This design comes from an exercise in tuning for small area and a short achievable clock period on the open sky130 flow, not from production work.
Power is estimated from default activity; no workload was simulated.

## node_rf_top
module node_rf_top (
    input  logic        clk,
    input  logic        rst,
    input  logic        init_start,
    input  logic [5:0]  init_src,
    output logic        init_busy,
    output logic        init_done,
    input  logic [23:0] rd_addr,
    output logic [27:0] rd_weight,
    output logic [19:0] rd_pred,
    input  logic [3:0]  wr_en,
    input  logic [23:0] wr_addr,
    input  logic [47:0] wr_data,
    input  logic        wr_relax,
    input  logic        mark_en,
    input  logic [5:0]  mark_addr,
    output logic [3:0]  rd_visited,
    output logic [3:0]  wr_ack,
    output logic        any_update
);
Size in the first run: roughly 280 flip-flops, about 180 I/O pins.
export LEC_CHECK = 0
export ABC_AREA = 1
export CAP_MARGIN = 20
export CELL_PAD_IN_SITES_DETAIL_PLACEMENT = 1
export CELL_PAD_IN_SITES_GLOBAL_PLACEMENT = 2
export CORE_MARGIN = 2
export CORE_UTILIZATION = 25
export GPL_ROUTABILITY_DRIVEN = 1
export PLACE_DENSITY = 0.35
export SLEW_MARGIN = 20
create_clock -name core_clock -period 10.0 [get_ports {clk}]
standard.sh (not shown) runs the stock make flow with config.mk's settings and CLKGATE_MAP_FILE= SYNTH_SCRIPT=/design/flow/synth_recipe.tcl, a recipe that flattens the netlist after the stock synthesis.
==> flow/flow/run.sh <==
#!/bin/bash
# Standard layout (standard.sh) with changes passed as ORFS make variables:
#  - abc maps with flow/map.abc (area-oriented) instead of ORFS's abc_area.script;
#  - port buffers are buf_2 cells;
#  - repair_timing aims at a tighter setup target (SETUP_SLACK_MARGIN);
#  - any further variables listed in flow/settings.sh (EXTRA).
# The make run's full output goes to flow_make.log in this folder.
set -uo pipefail
HERE=$(pwd)
export FLOW_ABC_SCRIPT=$HERE/flow/map.abc
EXTRA=()
source $HERE/flow/settings.sh
bash standard.sh SYNTH_SCRIPT=$HERE/flow/synth.tcl \
  "BUFFER_PORTS_ARGS=-buffer_cell sky130_fd_sc_hd__buf_2" \
  SETUP_SLACK_MARGIN=$MARGIN "${EXTRA[@]}" finish > $HERE/flow_make.log 2>&1
==> flow/flow/abc_dont_use.txt <==
sky130_fd_sc_hd__nor4_1 sky130_fd_sc_hd__nor4_2 sky130_fd_sc_hd__nor4_4 sky130_fd_sc_hd__nor4b_1 sky130_fd_sc_hd__nor4b_2 sky130_fd_sc_hd__nor4b_4 sky130_fd_sc_hd__nor4bb_1 sky130_fd_sc_hd__nor4bb_2 sky130_fd_sc_hd__nor4bb_4 sky130_fd_sc_hd__a2111oi_0 sky130_fd_sc_hd__a2111oi_1 sky130_fd_sc_hd__a2111oi_2 sky130_fd_sc_hd__a2111oi_4 sky130_fd_sc_hd__o41ai_1 sky130_fd_sc_hd__o41ai_2 sky130_fd_sc_hd__o41ai_4 sky130_fd_sc_hd__a41oi_1 sky130_fd_sc_hd__a41oi_2 sky130_fd_sc_hd__a41oi_4
==> flow/flow/map.abc <==
strash
balance
dch
map -a
topo
stime -c
==> flow/flow/settings.sh <==
MARGIN=5.5
EXTRA=("CTS_ARGS=-sink_clustering_enable -repair_clock_nets -dont_use_dummy_load -buf_list sky130_fd_sc_hd__clkbuf_8 -root_buf sky130_fd_sc_hd__clkbuf_16 -sink_clustering_size 16 -sink_clustering_max_diameter 50")
==> flow/flow/synth.tcl <==
# Standard synthesis (synth_recipe.tcl) with one change: abc maps with flow/map.abc,
# leaving out any cells listed in flow/abc_dont_use.txt.
proc synth {args} { yosys synth -nofsm -noshare {*}$args }
proc abc {args} {
  set i [lsearch -exact $args -script]
  if { $i >= 0 } { set args [lreplace $args [expr {$i + 1}] [expr {$i + 1}] $::env(FLOW_ABC_SCRIPT)] }
  set f [file join [file dirname $::env(FLOW_ABC_SCRIPT)] abc_dont_use.txt]
  if { [file exists $f] } {
    set fh [open $f r]
    foreach c [split [string trim [read $fh]]] { if { $c ne "" } { lappend args -dont_use $c } }
    close $fh
  }
  yosys abc {*}$args
}
source $::env(SCRIPTS_DIR)/synth.tcl
# left out here: clear keep_hierarchy, flatten, clean up, hide names made inside functions, write 1_2_yosys.v
Rerun with:
--- a/flow/design.v
+++ b/flow/design.v
@@ -7,22 +7,23 @@
     input  logic [NUM_WR*NUM_WR-1:0]  kill,    
     output logic [NUM_WR-1:0]         commit,
     output logic                      we       
 );
     always_comb begin
         logic killed;
         we = 1'b0;
+        for (int p = 0; p < NUM_WR; p++)
+            we = we | (hit[p] & beat[p]);
+        we = we & open;
         for (int p = 0; p < NUM_WR; p++) begin
             killed = 1'b0;
             for (int q = 0; q < NUM_WR; q++)
                 if (q != p) killed = killed | (hit[q] & kill[q*NUM_WR + p]);
-            commit[p] = hit[p] & open & beat[p] & !killed;
-            we = we | (hit[p] & beat[p]);
-        end
-        we = we & open;
+            commit[p] = hit[p] & !killed & we;
+        end
     end
 endmodule
 module node_weight_rf #(
     parameter int NUM_NODES  = 16,
     parameter int ADDR_W     = 6,
     parameter int NUM_RD     = 4,
     parameter int NUM_WR     = 4,
@@ -76,22 +77,14 @@
         end
         lt_f = g3[WEIGHT_W-1];
     endfunction
     logic                busy_q, done_q;
     logic [CNT_W-1:0]    cnt_q;
     logic [WEIGHT_W-1:0] w_q [NUM_NODES];
     logic [PRED_W-1:0]   p_q [NUM_NODES];
-    logic [WEIGHT_W-1:0] wn_q [NUM_NODES];
-    logic [PRED_W-1:0]   pn_q [NUM_NODES];
-    always_comb begin
-        for (int n = 0; n < NUM_NODES; n++) begin
-            w_q[n] = ~wn_q[n];
-            p_q[n] = ~pn_q[n];
-        end
-    end
     logic [NUM_NODES-1:0] vis_q;
     logic [NUM_NODES-1:0] rsel_q [NUM_RD];   
     logic [NUM_RD-1:0]   rinf_q;        
     logic [NUM_WR-1:0]   ack_q;
     logic                busy_d, done_d, sweep_last;
     logic [CNT_W-1:0]    cnt_d;
     logic [WEIGHT_W-1:0] w_d [NUM_NODES];
@@ -181,31 +174,31 @@
             done_q <= 1'b0;
             cnt_q  <= '0;
             vis_q  <= '0;
             rinf_q <= '0;
             for (int r = 0; r < NUM_RD; r++) rsel_q[r] <= '0;
             ack_q  <= '0;
             for (int n = 0; n < NUM_NODES; n++) begin
-                wn_q[n] <= ~INF;
-                pn_q[n] <= '1;
+                w_q[n] <= INF;
+                p_q[n] <= '0;
             end
         end else begin
             busy_q <= busy_d;
             done_q <= done_d;
             cnt_q  <= cnt_d;
             vis_q  <= vis_d;
             ack_q  <= ack_d;
             for (int r = 0; r < NUM_RD; r++) begin
                 rinf_q[r] <= rd_addr[r*ADDR_W + IDX_W +: ADDR_W - IDX_W] != '0;
                 for (int n = 0; n < NUM_NODES; n++)
                     rsel_q[r][n] <= rd_addr[r*ADDR_W +: ADDR_W] == ADDR_W'(n);
             end
             for (int n = 0; n < NUM_NODES; n++) begin
-                wn_q[n] <= ~w_d[n];
-                pn_q[n] <= ~p_d[n];
+                w_q[n] <= w_d[n];
+                p_q[n] <= p_d[n];
             end
         end
     end
     always_comb begin
         logic [NUM_NODES-1:0] dec;
         logic [WEIGHT_W-1:0]  w;
         logic [PRED_W-1:0]    pr;
What happened: Routed wire length came out higher by a few percent. Synthesized area came out lower slightly. Sequential share of layout area barely changes. First-iteration DRC count came out higher by about a fifth. Worst hold slack is worse by 0.029 ns. Fmax came out lower slightly. Clock power is about the same. Design area came out lower slightly.
No run of this note included a check of the RTL's function; only the layout flow was run.

-- re-timing with driven ports --
The results above use ideal ports. As a check the final layouts listed here were re-extracted and re-timed, cells and wires unchanged. Step 1 (the two cells are an assumption about what drives the block):
set clk [get_ports {clk}]
set_driving_cell -lib_cell sky130_fd_sc_hd__clkbuf_16 $clk
set_driving_cell -lib_cell sky130_fd_sc_hd__buf_2 [delete_from_list [all_inputs] $clk]
Step 2 adds t to the input delays and takes it off the output delays; t is the mean of the earliest and latest rising clock arrival at the registers after step 1. Input paths then give back, and output paths get back, about the clock's delay inside the block. a / b / c = no drivers / after step 1 / after step 2; a / b = the first two.
run	t (ns)	slack for setup (ns)	hold WS [ns]	latest minus earliest clock arrival (ns)	worst data-port slew with drivers (ns)
the first run	0.693	5.355 / 5.274 / 4.782	0.508 / 0.508 / 0.508	0.085 / 0.085	0.05
the second run	0.706	5.334 / 5.257 / 4.707	0.479 / 0.479 / 0.479	0.120 / 0.121	0.08
After both steps every run listed still meets setup and hold. For the second run, which loses most, drivers alone change the setup slack by -0.077 ns; drivers and shift together by -0.627 ns.
